What follows belongs to an exercise in optimizing a design on an open flow for small area; a production flow would make more cautious choices. Function was checked by simulation only, so behaviour that the tests miss may differ from the original.

==> exp/lagoon <==
==> flow/design.v <==
module clint_top (
  input  logic        clk,
  input  logic        rst_n,
  input  logic [31:0] AXI_AWADDR,
  input  logic        AXI_AWVALID,
  output logic        AXI_AWREADY,
  input  logic [31:0] AXI_WDATA,
  input  logic [3:0]  AXI_WSTRB,
  input  logic        AXI_WVALID,
  output logic        AXI_WREADY,
  output logic [1:0]  AXI_BRESP,
  output logic        AXI_BVALID,
  input  logic        AXI_BREADY,
  input  logic [31:0] AXI_ARADDR,
  input  logic        AXI_ARVALID,
  output logic        AXI_ARREADY,
  output logic [31:0] AXI_RDATA,
  output logic [1:0]  AXI_RRESP,
  output logic        AXI_RVALID,
  input  logic        AXI_RREADY,
  output logic [7:0]  hart_swi,
  output logic [7:0]  hart_timeri
);
  armleocpu_clint_timebase #(
    .HART_COUNT(8),
    .HART_COUNT_WIDTH(3),
    .TIMEBASE_DIV(4)
  ) u_clint (
    .clk(clk), .rst_n(rst_n),
    .AXI_AWADDR(AXI_AWADDR), .AXI_AWVALID(AXI_AWVALID), .AXI_AWREADY(AXI_AWREADY),
    .AXI_WDATA(AXI_WDATA), .AXI_WSTRB(AXI_WSTRB), .AXI_WVALID(AXI_WVALID), .AXI_WREADY(AXI_WREADY),
    .AXI_BRESP(AXI_BRESP), .AXI_BVALID(AXI_BVALID), .AXI_BREADY(AXI_BREADY),
    .AXI_ARADDR(AXI_ARADDR), .AXI_ARVALID(AXI_ARVALID), .AXI_ARREADY(AXI_ARREADY),
    .AXI_RDATA(AXI_RDATA), .AXI_RRESP(AXI_RRESP), .AXI_RVALID(AXI_RVALID), .AXI_RREADY(AXI_RREADY),
    .hart_swi(hart_swi), .hart_timeri(hart_timeri)
  );
endmodule

module armleocpu_clint_timebase #(
  parameter int HART_COUNT       = 8,
  parameter int HART_COUNT_WIDTH = 3,
  parameter int TIMEBASE_DIV     = 1
) (
  input  logic                  clk,
  input  logic                  rst_n,
  input  logic [31:0]           AXI_AWADDR,
  input  logic                  AXI_AWVALID,
  output logic                  AXI_AWREADY,
  input  logic [31:0]           AXI_WDATA,
  input  logic [3:0]            AXI_WSTRB,
  input  logic                  AXI_WVALID,
  output logic                  AXI_WREADY,
  output logic [1:0]            AXI_BRESP,
  output logic                  AXI_BVALID,
  input  logic                  AXI_BREADY,
  input  logic [31:0]           AXI_ARADDR,
  input  logic                  AXI_ARVALID,
  output logic                  AXI_ARREADY,
  output logic [31:0]           AXI_RDATA,
  output logic [1:0]            AXI_RRESP,
  output logic                  AXI_RVALID,
  input  logic                  AXI_RREADY,
  output logic [HART_COUNT-1:0] hart_swi,
  output logic [HART_COUNT-1:0] hart_timeri
);
  localparam int PW = (TIMEBASE_DIV <= 2)    ? 1  : (TIMEBASE_DIV <= 4)    ? 2  :
                      (TIMEBASE_DIV <= 8)    ? 3  : (TIMEBASE_DIV <= 16)   ? 4  :
                      (TIMEBASE_DIV <= 32)   ? 5  : (TIMEBASE_DIV <= 64)   ? 6  :
                      (TIMEBASE_DIV <= 128)  ? 7  : (TIMEBASE_DIV <= 256)  ? 8  :
                      (TIMEBASE_DIV <= 512)  ? 9  : (TIMEBASE_DIV <= 1024) ? 10 :
                      (TIMEBASE_DIV <= 2048) ? 11 : (TIMEBASE_DIV <= 4096) ? 12 :
                      (TIMEBASE_DIV <= 8192) ? 13 : (TIMEBASE_DIV <= 16384) ? 14 :
                      (TIMEBASE_DIV <= 32768) ? 15 : 16;
  logic                  rst;
  logic                  bvalid_q, rvalid_q, err_q;
  logic [31:0]           rdata_q;
  logic [HART_COUNT-1:0] msip_q;
  logic [HART_COUNT-1:0] timeri_q;
  logic [63:0]           ncmp_q [HART_COUNT];
  logic [63:0]           mtime_q;
  logic                  tick;
  logic                  idle, wr_fire, rd_fire;
  assign rst     = ~rst_n;
  assign idle    = ~(bvalid_q | rvalid_q);
  assign wr_fire = idle & AXI_AWVALID & AXI_WVALID;
  assign rd_fire = idle & ~(AXI_AWVALID & AXI_WVALID) & AXI_ARVALID;
  assign AXI_AWREADY = wr_fire;
  assign AXI_WREADY  = wr_fire;
  assign AXI_ARREADY = rd_fire;
  assign AXI_BVALID  = bvalid_q;
  assign AXI_BRESP   = {err_q, 1'b0};
  assign AXI_RVALID  = rvalid_q;
  assign AXI_RRESP   = {err_q, 1'b0};
  assign AXI_RDATA   = rdata_q;
  assign hart_swi    = msip_q;
  assign hart_timeri = timeri_q;
  logic w_ok, w_msip, w_cmp, w_mt, w_none;
  logic r_ok, r_msip, r_cmp, r_mt, r_none;
  assign w_ok   = (AXI_AWADDR[31:16] == 16'h0) && (AXI_AWADDR[1:0] == 2'b00);
  assign w_msip = w_ok && (AXI_AWADDR[15:14] == 2'b00) && ({20'h0, AXI_AWADDR[13:2]} < HART_COUNT);
  assign w_cmp  = w_ok && (AXI_AWADDR[15:14] == 2'b01) && ({21'h0, AXI_AWADDR[13:3]} < HART_COUNT);
  assign w_mt   = w_ok && (AXI_AWADDR[15:3] == 13'h17FF);
  assign w_none = ~(w_msip | w_cmp | w_mt);
  assign r_ok   = (AXI_ARADDR[31:16] == 16'h0) && (AXI_ARADDR[1:0] == 2'b00);
  assign r_msip = r_ok && (AXI_ARADDR[15:14] == 2'b00) && ({20'h0, AXI_ARADDR[13:2]} < HART_COUNT);
  assign r_cmp  = r_ok && (AXI_ARADDR[15:14] == 2'b01) && ({21'h0, AXI_ARADDR[13:3]} < HART_COUNT);
  assign r_mt   = r_ok && (AXI_ARADDR[15:3] == 13'h17FF);
  assign r_none = ~(r_msip | r_cmp | r_mt);
  always_ff @(posedge clk) begin
    if (rst) begin
      bvalid_q <= 1'b0;
      rvalid_q <= 1'b0;
    end else begin
      if (wr_fire)         bvalid_q <= 1'b1;
      else if (AXI_BREADY) bvalid_q <= 1'b0;
      if (rd_fire)         rvalid_q <= 1'b1;
      else if (AXI_RREADY) rvalid_q <= 1'b0;
    end
  end
  logic [31:0] rdata_d;
  logic [HART_COUNT_WIDTH-1:0] ridx;
  assign ridx = AXI_ARADDR[3 +: HART_COUNT_WIDTH];
  logic [2*HART_COUNT-1:0] rsel_cmp;
  logic [1:0]              rsel_mt;
  always_comb begin
    for (int k = 0; k < 2 * HART_COUNT; k++)
      rsel_cmp[k] = r_cmp && (AXI_ARADDR[2 +: HART_COUNT_WIDTH + 1] == k);
    rsel_mt[0] = r_mt & ~AXI_ARADDR[2];
    rsel_mt[1] = r_mt &  AXI_ARADDR[2];
    rdata_d = 32'h0;
    for (int k = 0; k < 2 * HART_COUNT; k++)
      rdata_d = rdata_d | ({32{rsel_cmp[k]}} & ~ncmp_q[k / 2][32 * (k % 2) +: 32]);
    rdata_d = rdata_d | ({32{rsel_mt[0]}} & mtime_q[31:0]) | ({32{rsel_mt[1]}} & mtime_q[63:32]);
    rdata_d[0] = rdata_d[0] | (r_msip & msip_q[AXI_ARADDR[2 +: HART_COUNT_WIDTH]]);
  end
  always_ff @(posedge clk) begin
    if (idle) begin
      err_q   <= (AXI_AWVALID & AXI_WVALID) ? w_none : r_none;
      rdata_q <= rdata_d;
    end
  end
  logic [PW-1:0] presc_q;
  assign tick = (presc_q == PW'(TIMEBASE_DIV - 1));
  always_ff @(posedge clk) begin
    if (rst || tick) presc_q <= '0;
    else             presc_q <= presc_q + PW'(1);
  end
  logic        mt_wr;
  logic [7:0]  mt_ld;         
  logic [31:0] mt_wd;         
  logic [7:0]  mt_blk_ones, mt_blk_cin;
  logic [63:0] mt_carry;
  assign mt_wr = wr_fire & w_mt;
  assign mt_wd = AXI_WDATA & ~{32{rst}};
  always_comb begin
    for (int k = 0; k < 8; k++) mt_ld[k] = rst | (mt_wr & (AXI_AWADDR[2] == k[2]) & AXI_WSTRB[k % 4]);
    for (int k = 0; k < 8; k++) mt_blk_ones[k] = &mtime_q[8*k +: 8];
    mt_blk_cin[0] = tick;
    for (int k = 1; k < 8; k++) mt_blk_cin[k] = mt_blk_cin[k-1] & mt_blk_ones[k-1];
    for (int k = 0; k < 8; k++) begin
      mt_carry[8*k] = mt_blk_cin[k];
      for (int j = 1; j < 8; j++) mt_carry[8*k+j] = mt_carry[8*k+j-1] & mtime_q[8*k+j-1];
    end
  end
  always_ff @(posedge clk) begin
    for (int i = 0; i < 64; i++)
      mtime_q[i] <= mt_ld[i / 8] ? mt_wd[i % 32] : (mtime_q[i] ^ (mt_carry[i] & ~mt_wr));
  end
  logic [HART_COUNT_WIDTH-1:0] widx;
  assign widx = AXI_AWADDR[3 +: HART_COUNT_WIDTH];
  always_ff @(posedge clk) begin
    for (int h = 0; h < HART_COUNT; h++) begin
      if (rst)
        msip_q[h] <= 1'b0;
      else if (wr_fire && w_msip && AXI_WSTRB[0] && AXI_AWADDR[2 +: HART_COUNT_WIDTH] == h)
        msip_q[h] <= AXI_WDATA[0];
    end
  end
  logic [31:0] ncmp_wd;
  assign ncmp_wd = ~(AXI_WDATA | {32{rst}});
  always_ff @(posedge clk) begin
    for (int h = 0; h < HART_COUNT; h++) begin
      for (int i = 0; i < 64; i++) begin
        if (rst || (wr_fire && w_cmp && widx == h && AXI_AWADDR[2] == i[5] && AXI_WSTRB[(i / 8) % 4]))
          ncmp_q[h][i] <= ncmp_wd[i % 32];
      end
    end
  end
  logic [HART_COUNT-1:0] ge;
  always_comb begin
    for (int h = 0; h < HART_COUNT; h++) begin
      logic c0, c1, c2, t1, t2;
      c0 = 1'b1;
      for (int i = 0; i < 22; i++)
        c0 = (mtime_q[i] & ncmp_q[h][i]) | (mtime_q[i] & c0) | (ncmp_q[h][i] & c0);
      c1 = 1'b0;
      t1 = 1'b1;
      for (int i = 22; i < 43; i++) begin
        c1 = (mtime_q[i] & ncmp_q[h][i]) | (mtime_q[i] & c1) | (ncmp_q[h][i] & c1);
        t1 = t1 & (mtime_q[i] | ncmp_q[h][i]);
      end
      c2 = 1'b0;
      t2 = 1'b1;
      for (int i = 43; i < 64; i++) begin
        c2 = (mtime_q[i] & ncmp_q[h][i]) | (mtime_q[i] & c2) | (ncmp_q[h][i] & c2);
        t2 = t2 & (mtime_q[i] | ncmp_q[h][i]);
      end
      ge[h] = c2 | (t2 & (c1 | (t1 & c0)));
    end
  end
  always_ff @(posedge clk) begin
    if (rst) timeri_q <= '0;
    else     timeri_q <= ge;
  end
endmodule
==> flow/flow/run.sh <==
#!/bin/bash
# Layout flow: the standard ORFS flow (standard.sh) with these changes.
#  1. Synthesis is the standard flow's synthesis script unchanged except that ABC maps the combinational
#     logic with flow/abc_area.script (area-oriented mapping). Registers are mapped by the
#     standard steps before ABC runs, so they are the same as in the standard synthesis.
#  2. Port buffers use the smallest buffer cell (sky130_fd_sc_hd__buf_1).
#  3. Clock-tree synthesis clusters more sinks per buffer (clkbuf_16 only) and inserts no dummy
#     loads.
#  4. Buffers from synthesis are removed at floorplan (the ABC script inserts none anyway).
# Each tool's full output goes to the ORFS logs under orfs/logs and to flow_make.log here.
set -euo pipefail
W=$PWD
mkdir -p mysynth
sed 's#^\( *\)log_cmd abc {\*}\$abc_args#\1log_cmd abc {*}[lreplace $abc_args 1 1 '"$W"'/flow/abc_area.script]#' \
  "$FLOW_HOME/scripts/synth.tcl" > mysynth/synth.tcl
grep -q 'flow/abc_area.script' mysynth/synth.tcl
sed "s#\$::env(SCRIPTS_DIR)/synth.tcl#$W/mysynth/synth.tcl#" synth_recipe.tcl > mysynth/synth_recipe.tcl
grep -q 'mysynth/synth.tcl' mysynth/synth_recipe.tcl
sed "s#SYNTH_SCRIPT=[^ ]*#SYNTH_SCRIPT=$W/mysynth/synth_recipe.tcl#" standard.sh > mysynth/standard.sh
grep -q 'mysynth/synth_recipe.tcl' mysynth/standard.sh
export BUFFER_PORTS_ARGS="-buffer_cell sky130_fd_sc_hd__buf_1"
export CTS_ARGS="-sink_clustering_enable -repair_clock_nets -dont_use_dummy_load -sink_clustering_size 20 -sink_clustering_max_diameter 80 -buf_list {sky130_fd_sc_hd__clkbuf_16}"
export REMOVE_ABC_BUFFERS=1
bash mysynth/standard.sh > flow_make.log 2>&1
==> flow/flow/abc_area.script <==
&get -n
&st
&dch -f
&nf -p -a -F 8 -A 4
&put
topo
stime -c
upsize -c
dnsize -c
==> flow/standard.sh <==
#!/bin/bash
# synth_recipe.tcl (not shown) runs the flow's synth.tcl, then flattens the netlist and writes it again
# the make line also repeats each setting of config.mk as NAME=value (left out here)
make -C /OpenROAD-flow-scripts/flow DESIGN_CONFIG=/design/flow/config.mk WORK_HOME=/design/flow/orfs CLKGATE_MAP_FILE= SYNTH_SCRIPT=/design/flow/synth_recipe.tcl "${@:-finish}"
==> flow/config.mk <==
export PLATFORM = sky130hd
export DESIGN_NAME = clint_top
export DESIGN_NICKNAME = clint_top
export VERILOG_FILES = /design/flow/design.v
export SDC_FILE = /design/flow/constraint.sdc
export NUM_CORES = 4
export LEC_CHECK = 0
export CAP_MARGIN = 20
export CORE_MARGIN = 2
export CORE_UTILIZATION = 45
export GPL_TIMING_DRIVEN = 0
export SLEW_MARGIN = 20
==> flow/constraint.sdc <==
create_clock -name core_clock -period 5.0 [get_ports {clk}]
set_input_delay 1.0000 -clock core_clock [delete_from_list [all_inputs] [get_ports {clk}]]
set_output_delay 1.0000 -clock core_clock [all_outputs]
set_load 0.01 [all_outputs]
==> inputs of exp/juniper, as changes to exp/lagoon <==
--- a/flow/design.v
+++ b/flow/design.v
@@ -193,7 +193,8 @@
       c0 = 1'b1;
-      for (int i = 0; i < 22; i++)
+      for (int i = 0; i < 24; i++) begin
         c0 = (mtime_q[i] & ncmp_q[h][i]) | (mtime_q[i] & c0) | (ncmp_q[h][i] & c0);
+      end
       c1 = 1'b0;
       t1 = 1'b1;
-      for (int i = 22; i < 43; i++) begin
+      for (int i = 24; i < 44; i++) begin
         c1 = (mtime_q[i] & ncmp_q[h][i]) | (mtime_q[i] & c1) | (ncmp_q[h][i] & c1);
@@ -203,3 +204,3 @@
       t2 = 1'b1;
-      for (int i = 43; i < 64; i++) begin
+      for (int i = 44; i < 64; i++) begin
         c2 = (mtime_q[i] & ncmp_q[h][i]) | (mtime_q[i] & c2) | (ncmp_q[h][i] & c2);
==> flow/flow/abc_area.script (replaced) <==
&get -n
&st
&dch -f
&nf -p -a -F 8 -A 4
&put
==> inputs of exp/violet, as changes to exp/lagoon <==
==> flow/run.sh (new file) <==
#!/bin/bash
# synth_recipe.tcl (not shown) runs the flow's synth.tcl, then flattens the netlist and writes it again
# the make line also repeats each setting of config.mk as NAME=value (left out here)
make -C /OpenROAD-flow-scripts/flow DESIGN_CONFIG=/design/flow/config.mk WORK_HOME=/design/flow/orfs CLKGATE_MAP_FILE= SYNTH_SCRIPT=/design/flow/synth_recipe.tcl finish
- CTS_BUF_LIST: unset -> sky130_fd_sc_hd__clkbuf_8 sky130_fd_sc_hd__clkbuf_16
- CTS_CLUSTER_DIAMETER: unset -> 80
- CTS_CLUSTER_SIZE: unset -> 20
- GPL_TIMING_DRIVEN: 0 -> unset
removed: flow/flow/run.sh
removed: flow/flow/abc_area.script
removed: flow/standard.sh
==> qor.yml <==
tightestPinTransition_ns: 1.22
finalCriticalPeriod_ns: 4.19
outcome: "no timing/DRC/antenna violations"
n_antenna_cell: 3
fin_worst_hold_slack_ns: 0.439
nFillCells: 6450
seq_area_frac_synth_pct: 54.8
viasPerCell: 7.29
leakagePower_nw: 12.4
clock.fmax_mhz: 238
antenna_found_initial: 7
cp.depth: 10
That was exp/violet.
==> qor.yml <==
outcome: "finished with violations"
violations: "setup timing"
finalSetupViolCount: 1
leakagePower_nw: 9.86
cp.depth: 16
n_antenna_cell: 2
tightestPinTransition_ns: 1.33
nFillCells: 5700
finalCriticalPeriod_ns: 5.08
layout_setup_ws_ns: -0.0769
antenna_found_initial: 5
clock.fmax_mhz: 197
That was exp/juniper.
==> qor.yml <==
finalCriticalPeriod_ns: 4.82
met1_length_um: 46800
viasPerCell: 7.41
clock.fmax_mhz: 207
leakagePower_nw: 9.96
outcome: "no timing/DRC/antenna violations"
power.share.clock_pct: 28.1
fin_worst_hold_slack_ns: 0.440
nFillCells: 5796
startpoint: "u_clint.mtime_q[2]"
seq_area_frac_synth_pct: 61.2
rsz0062_at_grt: "false"
antenna_found_initial: 3
n_antenna_cell: 1
That was exp/lagoon.

==> static timing again, ports no longer ideal <==
In the flow no input, the clock included, has a driving cell. The finished layouts below were timed again as built, in two steps. Step 1 (the two cells are an assumption about what drives the block):
set clk [get_ports {clk}]
set_driving_cell -lib_cell sky130_fd_sc_hd__clkbuf_16 $clk
set_driving_cell -lib_cell sky130_fd_sc_hd__buf_2 [delete_from_list [all_inputs] $clk]
Step 2 adds t to the input delays and takes it off the output delays; t is the mean of the earliest and latest rising clock arrival at the registers after step 1. Input paths then give back, and output paths get back, about the clock's delay inside the block. Three values: ideal ports, drivers, drivers and shift; two values: the first two.
run | t (ns) | slack for setup (ns) | latest minus earliest clock arrival (ns) | slew at the worst register clock pin (ns)
exp/lagoon | 0.653 | 0.177 / 0.177 / -0.141 | 0.046 / 0.047 | 0.09 / 0.09
exp/juniper | 0.649 | -0.077 / -0.077 / -0.150 | 0.030 / 0.031 | 0.09 / 0.09
exp/violet | 0.678 | 0.806 / 0.806 / 0.372 | 0.032 / 0.032 | 0.09 / 0.09
Met with ideal ports but missed after step 2: setup timing in exp/lagoon. The setup slack of exp/violet, which loses most, moves by 0.000 ns with the drivers and by -0.434 ns with both steps.
